This design comes from an exercise in tuning for small area, a short achievable clock period and few clock cycles per item on the open sky130 flow, not from production work. RTL that was checked went through simulation tests only; none was proved equivalent to the original. No functional check of the RTL was part of runs 1 to 3.

[flow/flow/run.sh]
#!/bin/bash
# The standard layout, with the port buffers made from buf_4 cells instead
# of the delay buffers buffer_ports picks by default, and timing repair
# asked to leave a setup margin.
set -euo pipefail
bash standard.sh BUFFER_PORTS_ARGS="-buffer_cell sky130_fd_sc_hd__buf_4" SETUP_SLACK_MARGIN=6.9 finish > standard.log 2>&1
[flow/standard.sh]
#!/bin/bash
# synth_recipe.tcl (not shown) runs the flow's synth.tcl, then flattens the netlist and writes it again
# the make line also repeats each setting of config.mk as NAME=value (left out here)
make -C /OpenROAD-flow-scripts/flow DESIGN_CONFIG=/design/flow/config.mk WORK_HOME=/design/flow/orfs CLKGATE_MAP_FILE= SYNTH_SCRIPT=/design/flow/synth_recipe.tcl "${@:-finish}"
[flow/config.mk]
export PLATFORM = sky130hd
export DESIGN_NAME = nccLogTop
export DESIGN_NICKNAME = nccLogTop
export VERILOG_FILES = /design/flow/design.v
export SDC_FILE = /design/flow/constraint.sdc
export NUM_CORES = 4
export LEC_CHECK = 0
export ABC_AREA = 1
export CAP_MARGIN = 20
export CORE_MARGIN = 2
export CORE_UTILIZATION = 40
export SLEW_MARGIN = 20
[flow/constraint.sdc]
create_clock -name core_clock -period 10.0 [get_ports {clk}]
set_input_delay 2.0000 -clock core_clock [delete_from_list [all_inputs] [get_ports {clk}]]
set_output_delay 2.0000 -clock core_clock [all_outputs]
set_load 0.01 [all_outputs]
[flow/design.v]
`default_nettype none
package nccPkg;
	parameter int FracBits = 5;
	parameter int PipeBits = 69;
endpackage
`default_nettype wire
`timescale 1ns/1ps
`default_nettype none
module logDecode (
	input logic [7:0] mag,
	output logic zero,
	output logic [2:0] exp,
	output logic [nccPkg::FracBits-1:0] frac
);
	logic [3:0] upper4;
	logic [1:0] upper2;
	logic [7:0] justified;
	always_comb begin
		exp[2] = |mag[7:4];
		upper4 = exp[2] ? mag[7:4] : mag[3:0];
		exp[1] = |upper4[3:2];
		upper2 = exp[1] ? upper4[3:2] : upper4[1:0];
		exp[0] = upper2[1];
	end
	assign justified = mag << (3'd7 - exp);
	assign frac = justified[6 -: nccPkg::FracBits];
	assign zero = (mag == 8'd0);
endmodule
`default_nettype wire
`timescale 1ns/1ps
`default_nettype none
module logTap (
	input logic [4:0] frac,
	input logic [3:0] expSum,
	input logic live,
	input logic descNeg,
	output logic [14:0] term,
	output logic neg
);
	logic [5:0] mant;
	logic [20:0] shifted;
	always_comb begin
		mant = {live, frac & {5{live}}};
		shifted = {15'd0, mant} << expSum;
		neg = descNeg && live;
		term = shifted[19:5] ^ {15{neg}};
	end
endmodule
`default_nettype wire
`timescale 1ns/1ps
`default_nettype none
module tapArray (
	input logic clk,
	input logic rst,
	input logic shiftDesc,
	input logic shiftWin,
	input logic decNeg,
	input logic decZero,
	input logic [2:0] decExp,
	input logic [4:0] decFrac,
	input logic pipeLoad,
	output logic [nccPkg::PipeBits-1:0] pipe
);
	localparam int NumTaps = 8;
	localparam int PipeBits = nccPkg::PipeBits;
	logic [7:0] log0;
	logic [NumTaps-2:0][8:0] logStep;
	logic [NumTaps-1:0] dNeg;
	logic [NumTaps-1:0] dZero;
	logic [NumTaps-1:0] wZero;
	logic [NumTaps-1:0][8:0] logSum;
	logic [NumTaps-1:0][8:0] logNext;
	logic [NumTaps-1:0] wZeroNext;
	logic [NumTaps-1:0] negNext;
	logic [3:0] negCountNext;
	logic [3:0] negCount;
	logic [NumTaps-1:0][14:0] terms;
	logic [NumTaps-1:0] negs;
	logic [4:0] negHigh;
	logic [19:0] corr;
	logic [PipeBits-1:0] pipeNext;
	always_ff @(posedge clk or posedge rst) begin
		if (rst) begin
			log0 <= '0;
			logStep <= '0;
			dNeg <= '0;
			dZero <= '0;
		end else if (shiftDesc) begin
			log0 <= {decExp, decFrac};
			logStep <= {logStep[NumTaps-3:0], {1'b0, log0} - {1'b0, decExp, decFrac}};
			dNeg <= {dNeg[NumTaps-2:0], decNeg};
			dZero <= {dZero[NumTaps-2:0], decZero};
		end
	end
	always_comb begin
		wZeroNext = {wZero[NumTaps-2:0], decZero};
		negNext = dNeg & ~dZero & ~wZeroNext;
	end
	popCount8 negPop (.bits(negNext), .count(negCountNext));
	always_comb begin
		logNext[0] = {1'b0, log0} + {1'b0, decExp, decFrac};
		for (int i = 1; i < NumTaps; i++) logNext[i] = logSum[i-1] + logStep[i-1];
	end
	always_ff @(posedge clk) begin
		if (shiftWin) begin
			wZero <= wZeroNext;
			negCount <= negCountNext;
			logSum <= logNext;
		end
	end
	for (genvar i = 0; i < NumTaps; i++) begin : gTap
		logTap tap (.frac(logSum[i][4:0]), .expSum(logSum[i][8:5]),
			.live(!dZero[i] && !wZero[i]), .descNeg(dNeg[i]),
			.term(terms[i]), .neg(negs[i]));
	end
	always_comb begin
		negHigh = 5'd0 - {1'b0, negCount};
		corr = {negHigh, 11'd0, negCount};
	end
	logic s0, c0, s1, c1, s2, c2, s3, c3, s4, c4, s5, c5, s6, c6, s7, c7, s8, c8, s9, c9, s10, c10, s11, c11, s12, c12, s13, c13, s14, c14, s15, c15, s16, c16, s17, c17, s18, c18, s19, c19, s20, c20, s21, c21, s22, c22, s23, c23, s24, c24, s25, c25, s26, c26, s27, c27, s28, c28, s29, c29, s30, c30, s31, c31, s32, c32, s33, c33, s34, c34, s35, c35, s36, c36, s37, c37, s38, c38, s39, c39, s40, c40, s41, c41, s42, c42, s43, c43, s44, c44, s45, c45, s46, c46, s47, c47, s48, c48, s49, c49, s50, c50, s51, c51, s52, c52, s53, c53, s54, c54, s55, c55, s56, c56, s57, c57, s58, c58, s59, c59, s60, c60, s61, c61, s62, c62, s63, c63, s64, c64, s65, c65, s66, c66, s67, c67, s68, c68, s69, c69, s70, c70, s71, c71, s72, c72, s73, c73;
	assign s0 = terms[0][0] ^ terms[1][0] ^ terms[2][0];
	assign c0 = (terms[0][0] & terms[1][0]) | (terms[0][0] & terms[2][0]) | (terms[1][0] & terms[2][0]);
	assign s1 = terms[3][0] ^ terms[4][0];
	assign c1 = terms[3][0] & terms[4][0];
	assign s2 = terms[0][1] ^ terms[1][1] ^ terms[2][1];
	assign c2 = (terms[0][1] & terms[1][1]) | (terms[0][1] & terms[2][1]) | (terms[1][1] & terms[2][1]);
	assign s3 = terms[3][1] ^ terms[4][1] ^ terms[5][1];
	assign c3 = (terms[3][1] & terms[4][1]) | (terms[3][1] & terms[5][1]) | (terms[4][1] & terms[5][1]);
	assign s4 = terms[6][1] ^ terms[7][1];
	assign c4 = terms[6][1] & terms[7][1];
	assign s5 = terms[0][2] ^ terms[1][2] ^ terms[2][2];
	assign c5 = (terms[0][2] & terms[1][2]) | (terms[0][2] & terms[2][2]) | (terms[1][2] & terms[2][2]);
	assign s6 = terms[3][2] ^ terms[4][2] ^ terms[5][2];
	assign c6 = (terms[3][2] & terms[4][2]) | (terms[3][2] & terms[5][2]) | (terms[4][2] & terms[5][2]);
	assign s7 = terms[6][2] ^ terms[7][2] ^ corr[2];
	assign c7 = (terms[6][2] & terms[7][2]) | (terms[6][2] & corr[2]) | (terms[7][2] & corr[2]);
	assign s8 = terms[0][3] ^ terms[1][3] ^ terms[2][3];
	assign c8 = (terms[0][3] & terms[1][3]) | (terms[0][3] & terms[2][3]) | (terms[1][3] & terms[2][3]);
	assign s9 = terms[3][3] ^ terms[4][3] ^ terms[5][3];
	assign c9 = (terms[3][3] & terms[4][3]) | (terms[3][3] & terms[5][3]) | (terms[4][3] & terms[5][3]);
	assign s10 = terms[6][3] ^ terms[7][3] ^ corr[3];
	assign c10 = (terms[6][3] & terms[7][3]) | (terms[6][3] & corr[3]) | (terms[7][3] & corr[3]);
	assign s11 = terms[0][4] ^ terms[1][4] ^ terms[2][4];
	assign c11 = (terms[0][4] & terms[1][4]) | (terms[0][4] & terms[2][4]) | (terms[1][4] & terms[2][4]);
	assign s12 = terms[3][4] ^ terms[4][4] ^ terms[5][4];
	assign c12 = (terms[3][4] & terms[4][4]) | (terms[3][4] & terms[5][4]) | (terms[4][4] & terms[5][4]);
	assign s13 = terms[6][4] ^ terms[7][4];
	assign c13 = terms[6][4] & terms[7][4];
	assign s14 = terms[0][5] ^ terms[1][5] ^ terms[2][5];
	assign c14 = (terms[0][5] & terms[1][5]) | (terms[0][5] & terms[2][5]) | (terms[1][5] & terms[2][5]);
	assign s15 = terms[3][5] ^ terms[4][5] ^ terms[5][5];
	assign c15 = (terms[3][5] & terms[4][5]) | (terms[3][5] & terms[5][5]) | (terms[4][5] & terms[5][5]);
	assign s16 = terms[6][5] ^ terms[7][5];
	assign c16 = terms[6][5] & terms[7][5];
	assign s17 = terms[0][6] ^ terms[1][6] ^ terms[2][6];
	assign c17 = (terms[0][6] & terms[1][6]) | (terms[0][6] & terms[2][6]) | (terms[1][6] & terms[2][6]);
	assign s18 = terms[3][6] ^ terms[4][6] ^ terms[5][6];
	assign c18 = (terms[3][6] & terms[4][6]) | (terms[3][6] & terms[5][6]) | (terms[4][6] & terms[5][6]);
	assign s19 = terms[6][6] ^ terms[7][6];
	assign c19 = terms[6][6] & terms[7][6];
	assign s20 = terms[0][7] ^ terms[1][7] ^ terms[2][7];
	assign c20 = (terms[0][7] & terms[1][7]) | (terms[0][7] & terms[2][7]) | (terms[1][7] & terms[2][7]);
	assign s21 = terms[3][7] ^ terms[4][7] ^ terms[5][7];
	assign c21 = (terms[3][7] & terms[4][7]) | (terms[3][7] & terms[5][7]) | (terms[4][7] & terms[5][7]);
	assign s22 = terms[6][7] ^ terms[7][7];
	assign c22 = terms[6][7] & terms[7][7];
	assign s23 = terms[0][8] ^ terms[1][8] ^ terms[2][8];
	assign c23 = (terms[0][8] & terms[1][8]) | (terms[0][8] & terms[2][8]) | (terms[1][8] & terms[2][8]);
	assign s24 = terms[3][8] ^ terms[4][8] ^ terms[5][8];
	assign c24 = (terms[3][8] & terms[4][8]) | (terms[3][8] & terms[5][8]) | (terms[4][8] & terms[5][8]);
	assign s25 = terms[6][8] ^ terms[7][8];
	assign c25 = terms[6][8] & terms[7][8];
	assign s26 = terms[0][9] ^ terms[1][9] ^ terms[2][9];
	assign c26 = (terms[0][9] & terms[1][9]) | (terms[0][9] & terms[2][9]) | (terms[1][9] & terms[2][9]);
	assign s27 = terms[3][9] ^ terms[4][9] ^ terms[5][9];
	assign c27 = (terms[3][9] & terms[4][9]) | (terms[3][9] & terms[5][9]) | (terms[4][9] & terms[5][9]);
	assign s28 = terms[6][9] ^ terms[7][9];
	assign c28 = terms[6][9] & terms[7][9];
	assign s29 = terms[0][10] ^ terms[1][10] ^ terms[2][10];
	assign c29 = (terms[0][10] & terms[1][10]) | (terms[0][10] & terms[2][10]) | (terms[1][10] & terms[2][10]);
	assign s30 = terms[3][10] ^ terms[4][10] ^ terms[5][10];
	assign c30 = (terms[3][10] & terms[4][10]) | (terms[3][10] & terms[5][10]) | (terms[4][10] & terms[5][10]);
	assign s31 = terms[6][10] ^ terms[7][10];
	assign c31 = terms[6][10] & terms[7][10];
	assign s32 = terms[0][11] ^ terms[1][11] ^ terms[2][11];
	assign c32 = (terms[0][11] & terms[1][11]) | (terms[0][11] & terms[2][11]) | (terms[1][11] & terms[2][11]);
	assign s33 = terms[3][11] ^ terms[4][11] ^ terms[5][11];
	assign c33 = (terms[3][11] & terms[4][11]) | (terms[3][11] & terms[5][11]) | (terms[4][11] & terms[5][11]);
	assign s34 = terms[6][11] ^ terms[7][11];
	assign c34 = terms[6][11] & terms[7][11];
	assign s35 = terms[0][12] ^ terms[1][12] ^ terms[2][12];
	assign c35 = (terms[0][12] & terms[1][12]) | (terms[0][12] & terms[2][12]) | (terms[1][12] & terms[2][12]);
	assign s36 = terms[3][12] ^ terms[4][12] ^ terms[5][12];
	assign c36 = (terms[3][12] & terms[4][12]) | (terms[3][12] & terms[5][12]) | (terms[4][12] & terms[5][12]);
	assign s37 = terms[6][12] ^ terms[7][12];
	assign c37 = terms[6][12] & terms[7][12];
	assign s38 = terms[0][13] ^ terms[1][13] ^ terms[2][13];
	assign c38 = (terms[0][13] & terms[1][13]) | (terms[0][13] & terms[2][13]) | (terms[1][13] & terms[2][13]);
	assign s39 = terms[3][13] ^ terms[4][13] ^ terms[5][13];
	assign c39 = (terms[3][13] & terms[4][13]) | (terms[3][13] & terms[5][13]) | (terms[4][13] & terms[5][13]);
	assign s40 = terms[6][13] ^ terms[7][13];
	assign c40 = terms[6][13] & terms[7][13];
	assign s41 = terms[0][14] ^ terms[1][14] ^ terms[2][14];
	assign c41 = (terms[0][14] & terms[1][14]) | (terms[0][14] & terms[2][14]) | (terms[1][14] & terms[2][14]);
	assign s42 = terms[3][14] ^ terms[4][14] ^ terms[5][14];
	assign c42 = (terms[3][14] & terms[4][14]) | (terms[3][14] & terms[5][14]) | (terms[4][14] & terms[5][14]);
	assign s43 = terms[6][14] ^ terms[7][14];
	assign c43 = terms[6][14] & terms[7][14];
	assign s44 = terms[5][0] ^ terms[6][0] ^ terms[7][0];
	assign c44 = (terms[5][0] & terms[6][0]) | (terms[5][0] & terms[7][0]) | (terms[6][0] & terms[7][0]);
	assign s45 = corr[1] ^ s2 ^ s3;
	assign c45 = (corr[1] & s2) | (corr[1] & s3) | (s2 & s3);
	assign s46 = s4 ^ c0;
	assign c46 = s4 & c0;
	assign s47 = s5 ^ s6 ^ s7;
	assign c47 = (s5 & s6) | (s5 & s7) | (s6 & s7);
	assign s48 = c2 ^ c3 ^ c4;
	assign c48 = (c2 & c3) | (c2 & c4) | (c3 & c4);
	assign s49 = s8 ^ s9 ^ s10;
	assign c49 = (s8 & s9) | (s8 & s10) | (s9 & s10);
	assign s50 = c5 ^ c6 ^ c7;
	assign c50 = (c5 & c6) | (c5 & c7) | (c6 & c7);
	assign s51 = s11 ^ s12 ^ s13;
	assign c51 = (s11 & s12) | (s11 & s13) | (s12 & s13);
	assign s52 = c8 ^ c9 ^ c10;
	assign c52 = (c8 & c9) | (c8 & c10) | (c9 & c10);
	assign s53 = s14 ^ s15 ^ s16;
	assign c53 = (s14 & s15) | (s14 & s16) | (s15 & s16);
	assign s54 = c11 ^ c12 ^ c13;
	assign c54 = (c11 & c12) | (c11 & c13) | (c12 & c13);
	assign s55 = s17 ^ s18 ^ s19;
	assign c55 = (s17 & s18) | (s17 & s19) | (s18 & s19);
	assign s56 = c14 ^ c15 ^ c16;
	assign c56 = (c14 & c15) | (c14 & c16) | (c15 & c16);
	assign s57 = s20 ^ s21 ^ s22;
	assign c57 = (s20 & s21) | (s20 & s22) | (s21 & s22);
	assign s58 = c17 ^ c18 ^ c19;
	assign c58 = (c17 & c18) | (c17 & c19) | (c18 & c19);
	assign s59 = s23 ^ s24 ^ s25;
	assign c59 = (s23 & s24) | (s23 & s25) | (s24 & s25);
	assign s60 = c20 ^ c21 ^ c22;
	assign c60 = (c20 & c21) | (c20 & c22) | (c21 & c22);
	assign s61 = s26 ^ s27 ^ s28;
	assign c61 = (s26 & s27) | (s26 & s28) | (s27 & s28);
	assign s62 = c23 ^ c24 ^ c25;
	assign c62 = (c23 & c24) | (c23 & c25) | (c24 & c25);
	assign s63 = s29 ^ s30 ^ s31;
	assign c63 = (s29 & s30) | (s29 & s31) | (s30 & s31);
	assign s64 = c26 ^ c27 ^ c28;
	assign c64 = (c26 & c27) | (c26 & c28) | (c27 & c28);
	assign s65 = s32 ^ s33 ^ s34;
	assign c65 = (s32 & s33) | (s32 & s34) | (s33 & s34);
	assign s66 = c29 ^ c30 ^ c31;
	assign c66 = (c29 & c30) | (c29 & c31) | (c30 & c31);
	assign s67 = s35 ^ s36 ^ s37;
	assign c67 = (s35 & s36) | (s35 & s37) | (s36 & s37);
	assign s68 = c32 ^ c33 ^ c34;
	assign c68 = (c32 & c33) | (c32 & c34) | (c33 & c34);
	assign s69 = s38 ^ s39 ^ s40;
	assign c69 = (s38 & s39) | (s38 & s40) | (s39 & s40);
	assign s70 = c35 ^ c36 ^ c37;
	assign c70 = (c35 & c36) | (c35 & c37) | (c36 & c37);
	assign s71 = s41 ^ s42 ^ s43;
	assign c71 = (s41 & s42) | (s41 & s43) | (s42 & s43);
	assign s72 = c38 ^ c39 ^ c40;
	assign c72 = (c38 & c39) | (c38 & c40) | (c39 & c40);
	assign s73 = corr[15] ^ c41 ^ c42;
	assign c73 = (corr[15] & c41) | (corr[15] & c42) | (c41 & c42);
	assign pipeNext = {corr[19], corr[18], corr[17], c73, corr[16], c72, c71, s73, c43, c70, c69, s72, s71, c68, c67, s70, s69, c66, c65, s68, s67, c64, c63, s66, s65, c62, c61, s64, s63, c60, c59, s62, s61, c58, c57, s60, s59, c56, c55, s58, s57, c54, c53, s56, s55, c52, c51, s54, s53, c50, c49, s52, s51, c48, c47, s50, s49, c46, c45, s48, s47, c44, s46, s45, c1, s44, s1, s0, corr[0]};
	always_ff @(posedge clk) begin
		if (pipeLoad) pipe <= pipeNext;
	end
endmodule
`default_nettype wire
`timescale 1ns/1ps
`default_nettype none
module popCount8 (
	input logic [7:0] bits,
	output logic [3:0] count
);
	logic [2:0] s1;
	logic [2:0] c1;
	logic s2;
	logic c2;
	logic s3;
	logic c3;
	logic c4;
	always_comb begin
		s1[0] = bits[0] ^ bits[1] ^ bits[2];
		c1[0] = (bits[0] & bits[1]) | (bits[0] & bits[2]) | (bits[1] & bits[2]);
		s1[1] = bits[3] ^ bits[4] ^ bits[5];
		c1[1] = (bits[3] & bits[4]) | (bits[3] & bits[5]) | (bits[4] & bits[5]);
		s1[2] = bits[6] ^ bits[7];
		c1[2] = bits[6] & bits[7];
		count[0] = s1[0] ^ s1[1] ^ s1[2];
		c2 = (s1[0] & s1[1]) | (s1[0] & s1[2]) | (s1[1] & s1[2]);
		s2 = c1[0] ^ c1[1] ^ c1[2];
		c3 = (c1[0] & c1[1]) | (c1[0] & c1[2]) | (c1[1] & c1[2]);
		count[1] = s2 ^ c2;
		c4 = s2 & c2;
		count[2] = c3 ^ c4;
		count[3] = c3 & c4;
	end
endmodule
`default_nettype wire
`timescale 1ns/1ps
`default_nettype none
module scoreResult (
	input logic clk,
	input logic rst,
	input logic advance,
	input logic [nccPkg::PipeBits-1:0] pipe,
	input logic sumValid,
	output logic [19:0] score,
	output logic scoreValid
);
	logic [19:0] rowA;
	logic [19:0] rowB;
	logic [19:0] sum;
	logic s74, c74, s75, c75, s76, c76, s77, c77, s78, c78, s79, c79, s80, c80, s81, c81, s82, c82, s83, c83, s84, c84, s85, c85, s86, c86, s87, c87, s88, c88, s89, c89, s90, c90, s91, c91, s92, c92, s93, c93, s94, c94, s95, c95, s96, c96, s97, c97, s98, c98, s99, c99, s100, c100, s101, c101, s102, c102, s103, c103, s104, c104, s105, c105, s106, c106;
	assign s74 = pipe[0] ^ pipe[1];
	assign c74 = pipe[0] & pipe[1];
	assign s75 = pipe[4] ^ pipe[5] ^ pipe[6];
	assign c75 = (pipe[4] & pipe[5]) | (pipe[4] & pipe[6]) | (pipe[5] & pipe[6]);
	assign s76 = pipe[8] ^ pipe[9] ^ pipe[10];
	assign c76 = (pipe[8] & pipe[9]) | (pipe[8] & pipe[10]) | (pipe[9] & pipe[10]);
	assign s77 = pipe[12] ^ pipe[13] ^ pipe[14];
	assign c77 = (pipe[12] & pipe[13]) | (pipe[12] & pipe[14]) | (pipe[13] & pipe[14]);
	assign s78 = pipe[16] ^ pipe[17] ^ pipe[18];
	assign c78 = (pipe[16] & pipe[17]) | (pipe[16] & pipe[18]) | (pipe[17] & pipe[18]);
	assign s79 = pipe[20] ^ pipe[21] ^ pipe[22];
	assign c79 = (pipe[20] & pipe[21]) | (pipe[20] & pipe[22]) | (pipe[21] & pipe[22]);
	assign s80 = pipe[24] ^ pipe[25] ^ pipe[26];
	assign c80 = (pipe[24] & pipe[25]) | (pipe[24] & pipe[26]) | (pipe[25] & pipe[26]);
	assign s81 = pipe[28] ^ pipe[29] ^ pipe[30];
	assign c81 = (pipe[28] & pipe[29]) | (pipe[28] & pipe[30]) | (pipe[29] & pipe[30]);
	assign s82 = pipe[32] ^ pipe[33] ^ pipe[34];
	assign c82 = (pipe[32] & pipe[33]) | (pipe[32] & pipe[34]) | (pipe[33] & pipe[34]);
	assign s83 = pipe[36] ^ pipe[37] ^ pipe[38];
	assign c83 = (pipe[36] & pipe[37]) | (pipe[36] & pipe[38]) | (pipe[37] & pipe[38]);
	assign s84 = pipe[40] ^ pipe[41] ^ pipe[42];
	assign c84 = (pipe[40] & pipe[41]) | (pipe[40] & pipe[42]) | (pipe[41] & pipe[42]);
	assign s85 = pipe[44] ^ pipe[45] ^ pipe[46];
	assign c85 = (pipe[44] & pipe[45]) | (pipe[44] & pipe[46]) | (pipe[45] & pipe[46]);
	assign s86 = pipe[48] ^ pipe[49] ^ pipe[50];
	assign c86 = (pipe[48] & pipe[49]) | (pipe[48] & pipe[50]) | (pipe[49] & pipe[50]);
	assign s87 = pipe[52] ^ pipe[53] ^ pipe[54];
	assign c87 = (pipe[52] & pipe[53]) | (pipe[52] & pipe[54]) | (pipe[53] & pipe[54]);
	assign s88 = pipe[56] ^ pipe[57] ^ pipe[58];
	assign c88 = (pipe[56] & pipe[57]) | (pipe[56] & pipe[58]) | (pipe[57] & pipe[58]);
	assign s89 = pipe[60] ^ pipe[61] ^ pipe[62];
	assign c89 = (pipe[60] & pipe[61]) | (pipe[60] & pipe[62]) | (pipe[61] & pipe[62]);
	assign s90 = pipe[2] ^ pipe[3];
	assign c90 = pipe[2] & pipe[3];
	assign s91 = pipe[7] ^ s75 ^ c74;
	assign c91 = (pipe[7] & s75) | (pipe[7] & c74) | (s75 & c74);
	assign s92 = pipe[11] ^ s76 ^ c75;
	assign c92 = (pipe[11] & s76) | (pipe[11] & c75) | (s76 & c75);
	assign s93 = pipe[15] ^ s77 ^ c76;
	assign c93 = (pipe[15] & s77) | (pipe[15] & c76) | (s77 & c76);
	assign s94 = pipe[19] ^ s78 ^ c77;
	assign c94 = (pipe[19] & s78) | (pipe[19] & c77) | (s78 & c77);
	assign s95 = pipe[23] ^ s79 ^ c78;
	assign c95 = (pipe[23] & s79) | (pipe[23] & c78) | (s79 & c78);
	assign s96 = pipe[27] ^ s80 ^ c79;
	assign c96 = (pipe[27] & s80) | (pipe[27] & c79) | (s80 & c79);
	assign s97 = pipe[31] ^ s81 ^ c80;
	assign c97 = (pipe[31] & s81) | (pipe[31] & c80) | (s81 & c80);
	assign s98 = pipe[35] ^ s82 ^ c81;
	assign c98 = (pipe[35] & s82) | (pipe[35] & c81) | (s82 & c81);
	assign s99 = pipe[39] ^ s83 ^ c82;
	assign c99 = (pipe[39] & s83) | (pipe[39] & c82) | (s83 & c82);
	assign s100 = pipe[43] ^ s84 ^ c83;
	assign c100 = (pipe[43] & s84) | (pipe[43] & c83) | (s84 & c83);
	assign s101 = pipe[47] ^ s85 ^ c84;
	assign c101 = (pipe[47] & s85) | (pipe[47] & c84) | (s85 & c84);
	assign s102 = pipe[51] ^ s86 ^ c85;
	assign c102 = (pipe[51] & s86) | (pipe[51] & c85) | (s86 & c85);
	assign s103 = pipe[55] ^ s87 ^ c86;
	assign c103 = (pipe[55] & s87) | (pipe[55] & c86) | (s87 & c86);
	assign s104 = pipe[59] ^ s88 ^ c87;
	assign c104 = (pipe[59] & s88) | (pipe[59] & c87) | (s88 & c87);
	assign s105 = pipe[63] ^ s89 ^ c88;
	assign c105 = (pipe[63] & s89) | (pipe[63] & c88) | (s89 & c88);
	assign s106 = pipe[64] ^ pipe[65] ^ c89;
	assign c106 = (pipe[64] & pipe[65]) | (pipe[64] & c89) | (pipe[65] & c89);
	assign rowA = {pipe[68], pipe[67], pipe[66], s106, s105, s104, s103, s102, s101, s100, s99, s98, s97, s96, s95, s94, s93, s92, s91, s74};
	assign rowB = {1'b0, 1'b0, c106, c105, c104, c103, c102, c101, c100, c99, c98, c97, c96, c95, c94, c93, c92, c91, c90, s90};
	assign sum = rowA + rowB;
	always_ff @(posedge clk) begin
		if (advance) score <= sum;
	end
	always_ff @(posedge clk or posedge rst) begin
		if (rst) begin
			scoreValid <= 1'b0;
		end else if (advance) begin
			scoreValid <= sumValid;
		end
	end
endmodule
`default_nettype wire
`timescale 1ns/1ps
`default_nettype none
module nccLogTop (
	input logic clk,
	input logic rst,
	input logic [8:0] inBeat,
	input logic inValid,
	output logic inReady,
	output logic signed [19:0] score,
	output logic scoreValid,
	input logic scoreReady
);
	logic advance;
	logic [8:0] beatQ;
	logic beatValid;
	logic [8:0] skidBeat;
	logic skidValid;
	logic beatLoad;
	logic beatZero;
	logic [2:0] beatExp;
	logic [4:0] beatFrac;
	logic [3:0] fill;
	logic chainScore;
	logic pipeScore;
	logic shiftDesc;
	logic shiftWin;
	logic [nccPkg::PipeBits-1:0] pipe;
	assign advance = !scoreValid || scoreReady;
	assign beatLoad = advance || !beatValid;
	always_ff @(posedge clk) begin
		if (beatLoad) beatQ <= skidValid ? skidBeat : inBeat;
		if (!skidValid) skidBeat <= inBeat;
	end
	always_ff @(posedge clk or posedge rst) begin
		if (rst) begin
			beatValid <= 1'b0;
			skidValid <= 1'b0;
			inReady <= 1'b1;
		end else if (beatLoad) begin
			beatValid <= skidValid || inValid;
			skidValid <= 1'b0;
			inReady <= 1'b1;
		end else if (inValid && !skidValid) begin
			skidValid <= 1'b1;
			inReady <= 1'b0;
		end
	end
	logDecode decode (
		.mag(beatQ[8] ? {1'b0, beatQ[6:0]} : beatQ[7:0]),
		.zero(beatZero), .exp(beatExp), .frac(beatFrac));
	assign shiftDesc = advance && beatValid && beatQ[8];
	assign shiftWin = advance && beatValid && !beatQ[8];
	always_ff @(posedge clk or posedge rst) begin
		if (rst) begin
			fill <= '0;
			chainScore <= 1'b0;
			pipeScore <= 1'b0;
		end else if (advance) begin
			chainScore <= shiftWin && (fill >= 4'd7);
			pipeScore <= chainScore;
			if (shiftDesc) begin
				fill <= '0;
			end else if (shiftWin && fill != 4'd8) begin
				fill <= fill + 1'b1;
			end
		end
	end
	tapArray taps (.clk, .rst, .shiftDesc, .shiftWin, .decNeg(beatQ[7]), .decZero(beatZero),
		.decExp(beatExp), .decFrac(beatFrac), .pipeLoad(advance), .pipe);
	scoreResult result (.clk, .rst, .advance, .pipe, .sumValid(pipeScore),
		.score, .scoreValid);
endmodule
`default_nettype wire
==> flow_metrics.tcl, run 1 <==
set metrics [dict create \
    fin_crit_sh 0.320 \
    root_buffer "clkbuf_16" \
    gp_congestion 0.891 \
    postCtsHoldBufs 0 \
    n_fill_cell 4822 \
    clkSlewWorstSetupHoldPaths_ns 0.06 \
    grt_overflow 0 \
    numCtsBuffers 36 \
    grt_usage 0.191 \
    worst-path-buf-inv 1 \
    setup-violations-final 0 \
    worstPathMaxFanout 2 \
    ios 35 \
    cp-end-kind "output port" \
    cp.required_ns 8.00 \
    diodes 0 \
    rows 82 \
    drv_slew 0 \
    synthFlopType "edfxtp_1" \
    finClkSkew_ns 0.0245 \
    nNetsFinal 2650 \
    slowest_stage "dfstp_2" \
    synth_enable_flop_cells 182 \
    yosysUniqueCellTypes 53 \
    path_class "reg -> out" \
    worstMarginPinSlew_ns 0.665 \
    synthArstFlopShare 0.337 \
    ff2ff_path_depth 12 \
    clkLatencyLatePin_ns 0.57 \
    antenna_found_initial 0 \
    cp-startpoint "inReady" \
    wl_per_cell_um 16.4 \
    synth_nets 2567 \
    ys.warnings.count 6 \
    timing.slew.headroom 0.557 \
    syn-cell-area_um2 20400 \
    yosysSeqAreaShare 0.396 \
    cts_max_path_buffers 3 \
    netlist_instances 2337 \
    timing.rr.start "taps.wZero[0]" \
    dr.pass1.iters 8 \
    cp_num_cells 1 \
    critPathArrivalTime_ns 1.20 \
    synth_most_common_cell "nand2_1" \
    yosys_register_bits 288 \
    max_cap_viol_count 0 \
    grt_pass1_vias 15400 \
    start_kind "flop" \
    path_delay_family "flip-flops" \
    wirelength_um 51100 \
    initial_core_util 0.406 \
    fmax_mhz 313 \
    layout-drive-gt1-share 0.130 \
    dr_total_vias 15800 \
    hold_violations 0 \
    synth_top_area_share 0.268 \
    crit_chain "buf_6" \
    post_synth_most_frequent_cells "nand2_1 (557), inv_1 (324), edfxtp_1 (182)" \
    endpoint "inReady" \
    critPathMaxStageDelay_ns 0.53 \
    viasPerCell 5.05 \
    h-tree-depth 2 \
    ant_nets 0 \
    die_h_um 230 \
    dp.final_hpwl_um 38400 \
    grt_pass1_wl_um 80600 \
    fin_crit_ns 3.20 \
    fin_setup_tns_ns 0 \
    dr.first_iter.drc_count 939 \
    ff2ff_setup_slack_ns 6.88 \
    worstReg2RegEnd "taps.pipe[44]" \
    clock_sinks 288 \
    die-area_um2 52800 \
    grt_max_degree 105 \
    status "no timing/DRC/antenna violations" \
    synthTopCellsByArea "edfxtp_1 (27%), dfrtp_1 (12%), fa_1 (10%)" \
    cts_tree "yes" \
    hold_path_class "reg -> reg" \
    design.core.area_um2 50300 \
    io_buffers 34 \
    rsz0062_at_grt "true" \
    die_width_um 230 \
    remaining_drc_errors 0 \
    area_growth_pct 15.7 \
    min-delay-start "skidBeat[3]" \
    syn_area_per_cell_um2 8.73 \
    synth_area_leader_cell "edfxtp_1" \
]
-- sequential cells by signal (all words and copies together) (netlist names), 4 cells and up --
name           count
skidBeat           9
taps.pipe         69
result.score      20
taps.logStep      63
taps.wZero         8
fill               4
taps.dZero         8
taps.dNeg          8
taps.logSum       72
beatQ              9
taps.negCount      4
taps.log0          8
-- cells in the final DEF, fill, tap and decap left out, drive strengths merged, types with 25 or more instances in the layout --
master,n
nand4,25
fa,105
a21oi,100
buf,102
nor2,158
ha,112
o211ai,32
inv,331
clkbuf,47
dfrtp,96
nand2,564
edfxtp,182
o21ai,179
nand3,131
xor2,145
-- routing by layer --
metal | wire, µm | part of all wire | global-route usage | vias up
li1 | - | - | - | 7790
met1 | 23300 | 0.46 | 0.257 | 7558
met5 | 0 | 0 | 0 | -
met4 | 1190 | 0.023 | 0.0573 | 0
met3 | 2050 | 0.040 | 0.0248 | 73
met2 | 24600 | 0.48 | 0.323 | 338
-- per-stage QoR --
step	area (µm²)	worst slack [ns]	hold WS, ns	util	std cells
final	23600	6.80	0.473	0.469	3120
after detailed placement	21300	5.24	0.462	0.424	2992
after CTS	22700	6.76	0.475	0.452	3066
after global routing	23600	6.75	0.488	0.469	3120
after floorplan	20400	5.97	0.426	-	2337
after global placement	21300	5.25	0.456	0.424	2992
-- layout make-up --
class / count / area (µm²) / share of cell area
timing repair inverter: 3 / 22.5 / 0.000955
clock inverter: 20 / 216 / 0.00918
timing repair buffer: 103 / 871 / 0.0369
sequential: 288 / 8070 / 0.342
clock buffer: 46 / 970 / 0.0411
inverter: 343 / 1330 / 0.0564
tap: 672 / 841 / 0.0356
multi-input combinational: 1645 / 11300 / 0.478
-- how the worst min path moves through the flow --
stage / to / cells past startpoint / slack (ns)
after floorplan: taps.wZero[5] / 0 / 0.43
after global placement: skidBeat[2] / 1 / 0.46
after detailed placement: result.scoreValid / 1 / 0.46
after CTS: skidBeat[1] / 1 / 0.48
after global routing: skidBeat[3] / 1 / 0.49
final: skidBeat[3] / 1 / 0.47
-- cell families after synthesis --
| family | synth area share |
|---|---|
| xor+xnor | 0.0713 |
| mux | 0.00644 |
| flops | 0.396 |
| buf+inv | 0.0760 |
| compound gates | 0.0936 |
| fa+ha+maj | 0.172 |
| simple gates | 0.185 |
-- timing repair --
item	CTS	global route
pin swaps	2	47
cloned	2	4
endpoints found under the setup margin	257	157
gates resized for setup	41	139
hold endpoints to repair	0	0
buffers inserted	6	50
==> inputs of run 2 (changes only) <==
--- a/flow/design.v
+++ b/flow/design.v
@@ -416,6 +416,7 @@
 	logic beatValid;
 	logic [8:0] skidBeat;
 	logic skidValid;
+	logic inStall;
 	logic beatLoad;
 	logic beatZero;
 	logic [2:0] beatExp;
@@ -436,16 +437,17 @@
 		if (rst) begin
 			beatValid <= 1'b0;
 			skidValid <= 1'b0;
-			inReady <= 1'b1;
+			inStall <= 1'b0;
 		end else if (beatLoad) begin
 			beatValid <= skidValid || inValid;
 			skidValid <= 1'b0;
-			inReady <= 1'b1;
+			inStall <= 1'b0;
 		end else if (inValid && !skidValid) begin
 			skidValid <= 1'b1;
-			inReady <= 1'b0;
+			inStall <= 1'b1;
 		end
 	end
+	assign inReady = !inStall;
 	logDecode decode (
 		.mag(beatQ[8] ? {1'b0, beatQ[6:0]} : beatQ[7:0]),
 		.zero(beatZero), .exp(beatExp), .frac(beatFrac));
==> flow_metrics.tcl, run 2 <==
set metrics [dict create \
    yosysSeqAreaShare 0.397 \
    gp_congestion 0.911 \
    design.core.area_um2 50100 \
    multiInputGateArea_um2 11100 \
    n_fill_cell 4814 \
    start_kind "flop" \
    viasPerCell 5.01 \
    grt_pass1_wl_um 80900 \
    synthTopCellsByArea "edfxtp_1 (27%), dfrtp_1 (12%), fa_1 (10%)" \
    fin_setup_tns_ns 0 \
    layout-drive-gt1-share 0.117 \
    synthFlopType "edfxtp_1" \
    status "no timing/DRC/antenna violations" \
    ys.warnings.count 6 \
    path_delay_family "flip-flops" \
    fmax_mhz 317 \
    wl_per_cell_um 16.5 \
    crit_chain "inv_4 -> buf_6" \
    cp.required_ns 8.00 \
    path_class "reg -> out" \
    cp-end-kind "output port" \
    dr.first_iter.drc_count 1053 \
    worstPathMaxFanout 3 \
    die_width_um 229 \
    numCtsBuffers 35 \
    clkLatencyLatePin_ns 0.56 \
    largest_reg_flops 72 \
    setup-violations-final 0 \
    netlist_instances 2312 \
    die-area_um2 52500 \
    wirelength_um 50800 \
    whs_path_depth 2 \
    grt_usage 0.195 \
    nNetsFinal 2615 \
    timing.slew.headroom 0.528 \
    reg_top3 "taps.logSum (72), taps.pipe (69), taps.logStep (63)" \
    slowest_stage "dfrtp_2" \
    cts_tree "yes" \
    syn-cell-area_um2 20300 \
    clock_sinks 287 \
    worst-path-buf-inv 2 \
    grt_pass1_vias 15000 \
    regMostFlops "taps.logSum" \
    root_buffer "clkbuf_16" \
    worstReg2RegEnd "taps.logSum[8]" \
    hold_violations 0 \
    critPathArrivalTime_ns 1.16 \
    fin_crit_ns 3.16 \
    synth_nets 2542 \
    syn_area_per_cell_um2 8.77 \
    remaining_drc_errors 0 \
    ios 35 \
    final_cell_mix "nand2_1 (541), inv_1 (317), edfxtp_1 (182)" \
    grt_overflow 0 \
    io_buffers 34 \
    post_synth_most_frequent_cells "nand2_1 (547), inv_1 (322), edfxtp_1 (182)" \
    rsz0062_at_grt "true" \
    diodes 0 \
    regArea_um2 8050 \
    timing.rr.start "beatQ[8]" \
    min_to "skidBeat[5]" \
    dr.pass1.iters 5 \
    grt_max_degree 79 \
    ff2ff_setup_slack_ns 6.98 \
    synthArstFlopShare 0.334 \
    antenna_found_initial 0 \
    final_common_cell "nand2_1" \
    ff2ff_path_depth 19 \
    yosysUniqueCellTypes 48 \
    clkSlewWorstSetupHoldPaths_ns 0.06 \
    dr_total_vias 15500 \
    dp.final_hpwl_um 37600 \
    postCtsHoldBufs 0 \
    initial_core_util 0.405 \
    h-tree-depth 2 \
    cts_max_path_buffers 3 \
    synth_top_area_share 0.270 \
    max_cap_viol_count 0 \
    die_h_um 229 \
    ant_nets 0 \
    synth_enable_flop_cells 182 \
    worstMarginPinSlew_ns 0.707 \
    critPathMaxStageDelay_ns 0.43 \
    finClkSkew_ns 0.0227 \
    min-delay-start "skidBeat[5]" \
    hold_path_class "reg -> reg" \
    synth_area_leader_cell "edfxtp_1" \
    synth_most_common_cell "nand2_1" \
    rows 82 \
    fin_crit_sh 0.316 \
    yosys_register_bits 287 \
    drv_slew 0 \
    area_growth_pct 15.1 \
]
==> run 2: changes by cell type after synthesis, sizes merged, moves of 3 or more <==
cell,change
nand2,-8
clkbuf,+5
o21ai,-11
buf,-6
xnor2,+3
mux2,-9
xor2,+7
==> run 2: through the flow <==
stage / hold WS, ns / cell area (µm²) / setup slack (ns) / instances / utilization
floorplan: 0.418 / 20300 / 5.92 / 2312 / -
global placement: 0.437 / 21200 / 5.48 / 2964 / 0.424
detailed placement: 0.442 / 21200 / 5.47 / 2964 / 0.424
CTS: 0.456 / 22700 / 6.81 / 3047 / 0.454
global route: 0.490 / 23300 / 6.75 / 3084 / 0.466
finish: 0.454 / 23300 / 6.84 / 3084 / 0.466
==> run 2: how the worst max path moves through the flow <==
stage / from / endpoint / depth (start not counted)
after detailed placement: scoreReady / taps.logStep[6] / 11
final: inStall / inReady / 2
after global routing: beatQ[8] / taps.logSum[5] / 16
after global placement: scoreReady / taps.logStep[6] / 11
after CTS: inStall / inReady / 2
after floorplan: scoreReady / taps.logSum[0] / 4
==> run 2: cell families (layout without fill, tap and decap cells) <==
logic type / Yosys count / in the layout / synth area share
simple gates: 892 / 892 / 0.185
buf+inv: 401 / 501 / 0.0756
compound gates: 336 / 336 / 0.0922
flops: 287 / 287 / 0.397
fa+ha+maj: 217 / 217 / 0.173
xor+xnor: 176 / 176 / 0.0761
mux: 3 / 3 / 0.00148
==> run 2: timing repair <==
item	CTS	global route
resized for setup	44	103
pin swaps	6	36
setup buffers	16	37
cloned	3	0
endpoints found under the setup margin	233	160
==> run 2: area by class of cell <==
cell class,count,share of cell area
tap,672,0.0360
timing repair buffer,95,0.0353
timing repair inverter,1,0.000375
sequential,287,0.345
inverter,341,0.0567
clock inverter,18,0.00885
multi-input combinational,1624,0.477
clock buffer,46,0.0410
==> run 2: worst register-to-register path, stage by stage, from the launching register on <==
cell	delay (ns)
edfxtp_1	0.44
inv_4	0.11
nand2_4	0.09
nand3_4	0.10
nor2_2	0.04
nor2_2	0.15
nand2_4	0.11
nand2_8	0.12
nand3_2	0.10
a21oi_2	0.16
ha_1	0.16
inv_1	0.07
fa_2	0.42
o21ai_2	0.16
nand2_1	0.08
nand2_1	0.09
a21oi_2	0.08
nor2_1	0.11
nor2_1	0.06
o21bai_2	0.20
==> run 2: layer usage <==
metal  track usage  routed length [µm]  vias up
met5             0                   0        -
met4        0.0619                1330        0
met3        0.0235                2000       69
met2         0.323               23900      322
met1         0.267               23500     7401
li1              -                   -     7666
==> inputs of run 3 (changes only) <==
--- a/flow/design.v
+++ b/flow/design.v
@@ -424,6 +424,8 @@
 	logic [3:0] fill;
 	logic chainScore;
 	logic pipeScore;
+	logic descBeat;
+	logic winBeat;
 	logic shiftDesc;
 	logic shiftWin;
 	logic [nccPkg::PipeBits-1:0] pipe;
@@ -451,19 +453,21 @@
 	logDecode decode (
 		.mag(beatQ[8] ? {1'b0, beatQ[6:0]} : beatQ[7:0]),
 		.zero(beatZero), .exp(beatExp), .frac(beatFrac));
-	assign shiftDesc = advance && beatValid && beatQ[8];
-	assign shiftWin = advance && beatValid && !beatQ[8];
+	assign descBeat = beatValid && beatQ[8];
+	assign winBeat = beatValid && !beatQ[8];
+	assign shiftDesc = advance && descBeat;
+	assign shiftWin = advance && winBeat;
 	always_ff @(posedge clk or posedge rst) begin
 		if (rst) begin
 			fill <= '0;
 			chainScore <= 1'b0;
 			pipeScore <= 1'b0;
 		end else if (advance) begin
-			chainScore <= shiftWin && (fill >= 4'd7);
+			chainScore <= winBeat && (fill >= 4'd7);
 			pipeScore <= chainScore;
-			if (shiftDesc) begin
+			if (descBeat) begin
 				fill <= '0;
-			end else if (shiftWin && fill != 4'd8) begin
+			end else if (winBeat && fill != 4'd8) begin
 				fill <= fill + 1'b1;
 			end
 		end
--- a/flow/config.mk
+++ b/flow/config.mk
@@ -8,5 +8,5 @@
 export ABC_AREA = 1
 export CAP_MARGIN = 20
 export CORE_MARGIN = 2
-export CORE_UTILIZATION = 40
+export CORE_UTILIZATION = 60
 export SLEW_MARGIN = 20
==> flow_metrics.tcl, run 3 <==
set metrics [dict create \
    grt_max_degree 109 \
    path_class "reg -> out" \
    cp-end-kind "output port" \
    remaining_drc_errors 0 \
    grt_usage 0.279 \
    setup-violations-final 0 \
    synth_top_area_share 0.273 \
    worstPathMaxFanout 2 \
    critPathArrivalTime_ns 1.10 \
    syn-cell-area_um2 20000 \
    synth_enable_flop_cells 182 \
    dp.final_hpwl_um 37000 \
    die_h_um 187 \
    synth_nets 2494 \
    grt_pass1_vias 14600 \
    netlist_instances 2264 \
    synth_most_common_cell "nand2_1" \
    timing.rr.start "beatQ[7]" \
    worstMarginPinSlew_ns 0.872 \
    postCtsHoldBufs 0 \
    clkSlewWorstSetupHoldPaths_ns 0.06 \
    syn_area_per_cell_um2 8.85 \
    drv_slew 0 \
    die_width_um 187 \
    wirelength_um 48100 \
    design.core.area_um2 32700 \
    yosys_register_bits 287 \
    hold_ws_ns 0.452 \
    cts_tree "yes" \
    yosysSeqAreaShare 0.402 \
    ios 35 \
    dr_total_vias 15200 \
    yosysUniqueCellTypes 50 \
    cts_max_path_buffers 3 \
    final_cell_mix "nand2_1 (530), inv_1 (305), edfxtp_1 (182)" \
    grt_overflow 0 \
    root_buffer "clkbuf_16" \
    status "no timing/DRC/antenna violations" \
    min-delay-start "skidBeat[8]" \
    numCtsBuffers 34 \
    fmax_mhz 322 \
    ff2ff_path_depth 17 \
    die-area_um2 34900 \
    synthFlopType "edfxtp_1" \
    wl_per_cell_um 17.2 \
    clkLatencyLatePin_ns 0.53 \
    n_fill_cell 2644 \
    clock_sinks 287 \
    whs_path_depth 2 \
    cp.required_ns 8.00 \
    start_kind "flop" \
    rows 66 \
    io_buffers 34 \
    final_common_cell "nand2_1" \
    synthTopCellsByArea "edfxtp_1 (27%), dfrtp_1 (12%), fa_1 (10%)" \
    ant_nets 0 \
    post_synth_most_frequent_cells "nand2_1 (541), inv_1 (316), edfxtp_1 (182)" \
    gp_congestion 0.915 \
    synthArstFlopShare 0.334 \
    nNetsFinal 2565 \
    max_cap_viol_count 0 \
    largest_reg_flops 72 \
    antenna_found_initial 0 \
    viasPerCell 5.43 \
    synth_area_leader_cell "edfxtp_1" \
    rsz0062_at_grt "true" \
    grt_pass1_wl_um 77200 \
    layout-drive-gt1-share 0.110 \
    hold_violations 0 \
    ys.warnings.count 6 \
    regMostFlops "taps.logSum" \
    fin_crit_ns 3.10 \
    reg_top3 "taps.logSum (72), taps.pipe (69), taps.logStep (63)" \
    timing.slew.headroom 0.418 \
    area_growth_pct 13.8 \
    fin_crit_sh 0.310 \
    cp-startpoint "inStall" \
    hold_path_class "reg -> reg" \
    fin_setup_tns_ns 0 \
    dr.pass1.iters 6 \
    diodes 0 \
    initial_core_util 0.613 \
    finClkSkew_ns 0.0240 \
    h-tree-depth 2 \
    dr.first_iter.drc_count 1062 \
]
==> run 3: cell count changes in the layout (fill, tap and decap cells not counted), moves of 6 or more <==
cell,change
o22ai_1,+10
nand2_1,-11
a31oi_1,+7
buf_4,-6
xor2_1,+11
a21oi_1,-7
o21ai_0,-12
o21ai_1,-8
nor2_4,+6
o211ai_1,-10
inv_1,-12
==> run 3: kinds of logic (layout without fill, tap and decap cells) <==
group,Yosys count,after routing,synth area share
compound gates,309,309,0.0859
xor+xnor,181,181,0.0791
fa+ha+maj,217,217,0.175
buf+inv,384,478,0.0729
flops,287,287,0.402
mux,5,5,0.00250
simple gates,881,882,0.183
==> run 3: area by class of cell <==
type                    instances  area, µm²  area share
multi-input cells            1594      11000       0.483
inverters                     331       1280      0.0563
clock inverters                14        235      0.0103
flip-flops and latches        287       8050       0.353
well taps                     442        553      0.0242
clock buffers                  46        980      0.0429
repair buffers                 87        698      0.0306
==> run 3: layer usage <==
layer / part of all wire / up-vias / track usage
met5: 0 / - / 0
met4: 0.028 / 0 / 0.0824
met3: 0.046 / 77 / 0.0297
met2: 0.48 / 395 / 0.465
met1: 0.45 / 7245 / 0.390
li1: - / 7500 / -
==> run 3: final timing paths <==
check / endpoint / slack (ns)
max: inReady / 6.90
min: skidBeat[8] / 0.45
max reg2reg: taps.logSum[8] / 6.91
min reg2reg: skidBeat[8] / 0.45
max in group asynchronous: taps.logStep[1] / 7.34
min in group asynchronous: taps.logStep[54] / 1.59
==> run 3: timing repair <==
item | CTS | global route
buffers inserted | 11 | 36
hold endpoints to repair | 0 | 0
pin swaps | 6 | 30
cloned | 1 | 0
gates resized for setup | 37 | 104
endpoints found under the setup margin | 161 | 276
==> run 3: through the flow <==
stage               setup WS, ns   util  cells  area (µm²)
finish                      6.90  0.698   2801       22800
global placement            5.65  0.633   2693       20700
detailed placement          5.63  0.633   2693       20700
CTS                         6.81  0.677   2765       22100
floorplan                   5.89      -   2264       20100
global route                6.72  0.698   2801       22800
==> run 3: worst max-delay path, stage by stage (launching register included) <==
cell and delay, ns:
dfrtp_2 0.42, inv_4 0.06, buf_6 0.09
==> inputs of run 4 (changes only) <==
--- a/flow/design.v
+++ b/flow/design.v
@@ -37,13 +37,11 @@
 	output logic [14:0] term,
 	output logic neg
 );
-	logic [5:0] mant;
 	logic [20:0] shifted;
 	always_comb begin
-		mant = {live, frac & {5{live}}};
-		shifted = {15'd0, mant} << expSum;
+		shifted = {15'd0, 1'b1, frac} << expSum;
 		neg = descNeg && live;
-		term = shifted[19:5] ^ {15{neg}};
+		term = (shifted[19:5] & {15{live}}) ^ {15{neg}};
 	end
 endmodule
 `default_nettype wire
--- a/flow/config.mk
+++ b/flow/config.mk
@@ -8,5 +8,5 @@
 export ABC_AREA = 1
 export CAP_MARGIN = 20
 export CORE_MARGIN = 2
-export CORE_UTILIZATION = 60
+export CORE_UTILIZATION = 40
 export SLEW_MARGIN = 20
==> flow_metrics.tcl, run 4 <==
set metrics [dict create \
    grt_use_met3 0.0284 \
    drv_slew 0 \
    endpoint "inReady" \
    dr_total_vias 15300 \
    remaining_drc_errors 0 \
    critPathArrivalTime_ns 1.18 \
    ios 35 \
    clkSlewWorstSetupHoldPaths_ns 0.06 \
    yosysUniqueCellTypes 50 \
    path_class "reg -> out" \
    netlist_instances 2259 \
    synthTopCellsByArea "edfxtp_1 (28%), dfrtp_1 (12%), fa_1 (11%)" \
    largest_reg_flops 72 \
    max_cap_viol_count 0 \
    wirelength_um 52500 \
    synth_top_area_share 0.275 \
    synthArstFlopShare 0.334 \
    timing.rr.start "beatQ[7]" \
    hold_ws_ns 0.453 \
    area_growth_pct 15.4 \
    gp_congestion 0.944 \
    final_cell_mix "nand2_1 (536), inv_1 (307), edfxtp_1 (182)" \
    die-area_um2 51400 \
    dr.pass1.iters 7 \
    initial_core_util 0.406 \
    clock_sinks 287 \
    timing.slew.headroom 0.452 \
    io_buffers 34 \
    fin_setup_tns_ns 0 \
    ff2ff_setup_slack_ns 6.89 \
    viasPerCell 5.06 \
    reg_top3 "taps.logSum (72), taps.pipe (69), taps.logStep (63)" \
    diodes 0 \
    die_h_um 227 \
    root_buffer "clkbuf_16" \
    post_synth_most_frequent_cells "nand2_1 (538), inv_1 (321), o21ai_0 (205)" \
    fin_crit_sh 0.318 \
    grtUsageMet1 0.287 \
    rows 81 \
    die_width_um 227 \
    final_common_cell "nand2_1" \
    grt_pass1_vias 14800 \
    numCtsBuffers 36 \
    dr.first_iter.drc_count 1112 \
    grt_max_degree 104 \
    hold_path_class "reg -> reg" \
    postCtsHoldBufs 0 \
    synth_area_leader_cell "edfxtp_1" \
    synthFlopType "edfxtp_1" \
    cts_tree "yes" \
    clkLatencyLatePin_ns 0.56 \
    regMostFlops "taps.logSum" \
    ys.warnings.count 6 \
    finClkSkew_ns 0.0147 \
    grtUsageMet2 0.344 \
    fin_crit_ns 3.18 \
    ff2ff_path_depth 21 \
    design.core.area_um2 49000 \
    syn-cell-area_um2 19900 \
    h-tree-depth 2 \
    worstPathMaxFanout 2 \
    cp.required_ns 8.00 \
    setup-violations-final 0 \
    syn_area_per_cell_um2 8.79 \
    yosysSeqAreaShare 0.405 \
    fmax_mhz 315 \
    rsz0062_at_grt "true" \
    busiest_layer "met2" \
    cts_max_path_buffers 3 \
    antenna_found_initial 0 \
    hold_violations 0 \
    yosys_register_bits 287 \
    cp-end-kind "output port" \
    grt_usage 0.209 \
    nNetsFinal 2569 \
    layout-drive-gt1-share 0.116 \
    status "no timing/DRC/antenna violations" \
    ant_nets 0 \
    wl_per_cell_um 17.3 \
    grt_overflow 0 \
    start_kind "flop" \
    worstMarginPinSlew_ns 0.821 \
    dp.final_hpwl_um 40400 \
    grt_pass1_wl_um 82300 \
    n_fill_cell 4671 \
    synth_nets 2489 \
    synth_most_common_cell "nand2_1" \
    synth_enable_flop_cells 182 \
    worstReg2RegEnd "taps.logStep[6]" \
    cp-startpoint "inStall" \
]
==> run 4: cell count changes in the layout (fill, tap and decap cells not counted), sizes merged, moves of 6 or more <==
cell,previous run,this run
xor2,160,114
o211ai,22,13
nor3,12,18
xnor2,21,28
a21oi,92,125
clkinv,12,20
nand3,127,73
o21ai,144,208
==> run 4: final cells by class <==
| type | count | area (µm²) | share of cell area |
|---|---|---|---|
| inverter | 332 | 1280 | 0.0560 |
| clock inverter | 22 | 195 | 0.00852 |
| clock buffer | 41 | 960 | 0.0419 |
| sequential | 287 | 8050 | 0.351 |
| tap | 664 | 831 | 0.0363 |
| timing repair buffer | 92 | 796 | 0.0347 |
| multi-input combinational | 1590 | 10800 | 0.471 |
==> run 4: worst min-delay path by stage <==
| stage | start | to | slack [ns] | cells past startpoint |
|---|---|---|---|---|
| CTS | skidBeat[3] | skidBeat[3] | 0.45 | 2 |
| global route | skidBeat[0] | skidBeat[0] | 0.49 | 2 |
| detailed placement | skidBeat[3] | skidBeat[3] | 0.44 | 2 |
| finish | skidBeat[3] | skidBeat[3] | 0.45 | 2 |
| global placement | skidBeat[4] | skidBeat[4] | 0.43 | 2 |
| floorplan | skidBeat[0] | skidBeat[0] | 0.42 | 2 |
==> run 4: routing by layer <==
layer	vias up	share of wire	wire length [µm]
met1	7311	0.46	23900
met4	0	0.028	1460
met2	377	0.47	24500
li1	7557	-	-
met3	80	0.049	2590
met5	-	0	0
==> run 4: critical path: stages (launching register included) <==
cell and delay (ns):
dfrtp_2 0.38, clkinvlp_4 0.11, buf_6 0.13
==> run 4: logic make-up after synthesis <==
kind of cell    count (synthesis)  share of synthesized area
xor+xnor                      142                     0.0626
mux                             2                    0.00101
flops                         287                      0.405
simple gates                  828                      0.171
buf+inv                       382                     0.0739
compound gates                401                      0.109
fa+ha+maj                     217                      0.176
==> run 4: metrics by stage <==
stage                util  std cells  setup slack [ns]  cell area (µm²)
CTS                 0.453       2985              6.80            22200
floorplan               -       2259              5.89            19900
global route        0.468       3028              6.70            22900
global placement    0.425       2913              5.76            20800
finish              0.468       3028              6.82            22900
detailed placement  0.425       2913              5.71            20800
==> run 4: timing repair <==
| action | in CTS | in global routing |
|---|---|---|
| gates cloned | 1 | 0 |
| pin swaps | 4 | 25 |
| gates resized for setup | 45 | 129 |
| setup endpoints to repair | 164 | 188 |
| buffers inserted | 8 | 43 |
Testbench counts of run 4, summed over its fixed seeds: cycles 3,360, items 2,848.
==> inputs of run 5 (changes only) <==
--- a/flow/config.mk
+++ b/flow/config.mk
@@ -5,8 +5,7 @@
 export SDC_FILE = /design/flow/constraint.sdc
 export NUM_CORES = 4
 export LEC_CHECK = 0
-export ABC_AREA = 1
 export CAP_MARGIN = 20
 export CORE_MARGIN = 2
-export CORE_UTILIZATION = 40
+export CORE_UTILIZATION = 60
 export SLEW_MARGIN = 20
==> flow_metrics.tcl, run 5 <==
set metrics [dict create \
    status "no timing/DRC/antenna violations" \
    fmax_mhz 304 \
    slowest_stage "fa_1" \
    critPathArrivalTime_ns 3.58 \
    timing.slew.headroom 0.344 \
    numCtsBuffers 34 \
    fin_crit_ns 3.29 \
    antenna_found_initial 0 \
    dr.first_iter.drc_count 1066 \
    final_util 0.699 \
    netlist_instances 2040 \
    largest_reg_flops 72 \
    wirelength_um 49600 \
    clock_sinks 287 \
    rsz0062_at_grt "true" \
    grt_usage 0.279 \
    die-area_um2 35300 \
    yosysUniqueCellTypes 72 \
    worstPathMaxFanout 4 \
    syn_area_per_cell_um2 9.94 \
    place_ws_ns 5.74 \
    viasPerCell 5.59 \
    clkLatencyLatePin_ns 0.54 \
    final_common_cell "nand2_1" \
    nNetsFinal 2371 \
    hold_ws_ns 0.474 \
    synth_nets 2270 \
    grt_pass1_wl_um 76800 \
    root_buffer "clkbuf_16" \
    drv_slew 0 \
    finClkSkew_ns 0.0185 \
    hold_violations 0 \
    max_cap_viol_count 0 \
    hold_path_class "reg -> reg" \
    syn-cell-area_um2 20300 \
    path_class "reg -> reg" \
    wl_per_cell_um 19.0 \
    synth_enable_flop_cells 182 \
    synth_top_area_share 0.269 \
    cts_tree "yes" \
    grt_pass1_vias 14100 \
    path_delay_family "adder cells" \
    grt_overflow 0 \
    multiInputGateArea_um2 11600 \
    yosysSeqAreaShare 0.397 \
    fin_setup_tns_ns 0 \
    synth_most_common_cell "nand2_1" \
    final_cell_area_um2 23400 \
    die_width_um 188 \
    area_growth_pct 15.2 \
    fin_crit_sh 0.329 \
    crit_chain "inv_1 -> fa_1 -> fa_1 -> inv_2 -> fa_2 -> a211o_1 -> a211oi_2 -> nor3_2 -> a211oi_2 -> o21bai_1 -> xor2_1" \
    clkSlewWorstSetupHoldPaths_ns 0.06 \
    ios 35 \
    rows 67 \
    start_kind "flop" \
    gp_congestion 0.914 \
    post_synth_most_frequent_cells "nand2_1 (307), inv_1 (206), edfxtp_1 (182)" \
    layout-drive-gt1-share 0.170 \
    cts_max_path_buffers 3 \
    placed_cell_area_um2 20800 \
    final_cell_mix "nand2_1 (305), inv_1 (197), edfxtp_1 (182)" \
    layout.cells.non_filler 2615 \
    placed_cells 2436 \
    die_h_um 188 \
    synthFlopType "edfxtp_1" \
    diodes 0 \
    n_fill_cell 2547 \
    ys.warnings.count 6 \
    cp-end-kind "flop" \
    dr.pass1.iters 5 \
    h-tree-depth 2 \
    synth_area_leader_cell "edfxtp_1" \
    dp.final_hpwl_um 35200 \
    io_buffers 34 \
    synthArstFlopShare 0.334 \
    regArea_um2 8050 \
    yosys_register_bits 287 \
    dr_total_vias 14600 \
    regMostFlops "taps.logSum" \
    remaining_drc_errors 0 \
    worstMarginPinSlew_ns 0.984 \
    grt_max_degree 90 \
    ant_nets 0 \
    initial_core_util 0.607 \
    postCtsHoldBufs 0 \
    reg_top3 "taps.logSum (72), taps.pipe (69), taps.logStep (63)" \
    cp.required_ns 10.28 \
    setup_ws_ns 6.71 \
    design.core.area_um2 33400 \
    setup-violations-final 0 \
    synthTopCellsByArea "edfxtp_1 (27%), dfrtp_1 (12%), fa_1 (10%)" \
    critPathMaxStageDelay_ns 0.52 \
    worst-path-buf-inv 2 \
]
## run 5: cell type report
type | instances | area share
clock buffer | 52 | 0.0442
clock inverter | 10 | 0.00471
inverter | 210 | 0.0341
multi-input combinational | 1453 | 0.496
sequential | 287 | 0.345
tap | 448 | 0.0240
timing repair buffer | 154 | 0.0522
timing repair inverter | 1 | 0.000321
## run 5: worst paths after layout
kind | startpoint | to | slack [ns] | cells after the start
setup / recovery | taps.pipe[6] | result.score[16] | 6.71 | 11
hold / removal | taps.wZero[6] | taps.wZero[7] | 0.47 | 0
setup reg to reg | taps.pipe[6] | result.score[16] | 6.71 | 11
hold reg to reg | taps.wZero[6] | taps.wZero[7] | 0.47 | 0
max in group asynchronous | rst | result.scoreValid | 7.16 | 3
min in group asynchronous | rst | taps.logStep[40] | 1.67 | 2
## run 5: logic make-up after synthesis
kind of cell	after synthesis	synth area share
simple gates	663	0.147
buf+inv	301	0.0575
compound gates	287	0.0909
flops	287	0.397
fa+ha+maj	217	0.173
xor+xnor	193	0.0833
mux	92	0.0514
## run 5: per-layer routing
layer  up-vias  global-route usage  part of all wire
met5         -                   0                 0
met1      7137               0.383              0.44
li1       7016                   -                 -
met4         0               0.101             0.037
met3        84              0.0305             0.046
met2       386               0.463              0.48
## run 5: repair_timing
item / in CTS / in global routing
pin swaps: 24 / 42
gates resized for setup: 51 / 87
setup buffers: 69 / 46
gates cloned: 1 / 1
endpoints found under the setup margin: 173 / 213
## run 5: worst register-to-register path: stages (launching register included)
cell and delay (ns):
edfxtp_1 0.36, inv_1 0.08, fa_1 0.44, fa_1 0.52, inv_2 0.05, fa_2 0.33
a211o_1 0.29, a211oi_2 0.28, nor3_2 0.13, a211oi_2 0.27, o21bai_1 0.12, xor2_1 0.16

-- static timing again, ports no longer ideal --
No port has a modelled driver above. Below, the same layouts with a new extraction and two added sets of constraints.
Step 1: set_driving_cell puts a clkbuf_16 on clk and a buf_2 on each other input, an assumption about the parent block.
Step 2 times the ports against the registers' clock, not the clock port: input delays grow and output delays shrink by t, the midpoint of the rising clock arrivals with the driver on.
Three values: ideal ports, drivers, drivers and shift; two values: the first two.
run | t, ns | slack for setup (ns) | worst setup path after step 2 | latest minus earliest clock arrival (ns) | cell pins on the clock port's net
run 1 | 0.615 | 6.802 / 6.745 / 6.353 | input to register | 0.025 / 0.024 | 1
run 2 | 0.609 | 6.842 / 6.785 / 6.407 | input to register | 0.024 / 0.023 | 1
run 3 | 0.575 | 6.899 / 6.844 / 6.459 | input to register | 0.027 / 0.028 | 1
run 4 | 0.605 | 6.824 / 6.769 / 6.444 | input to register | 0.015 / 0.015 | 1
run 5 | 0.591 | 6.707 / 6.707 / 6.424 | input to register | 0.021 / 0.021 | 1
After both steps setup and hold are still met in every run listed. For run 1, which loses most, drivers alone change the setup slack by -0.057 ns; drivers and shift together by -0.449 ns.
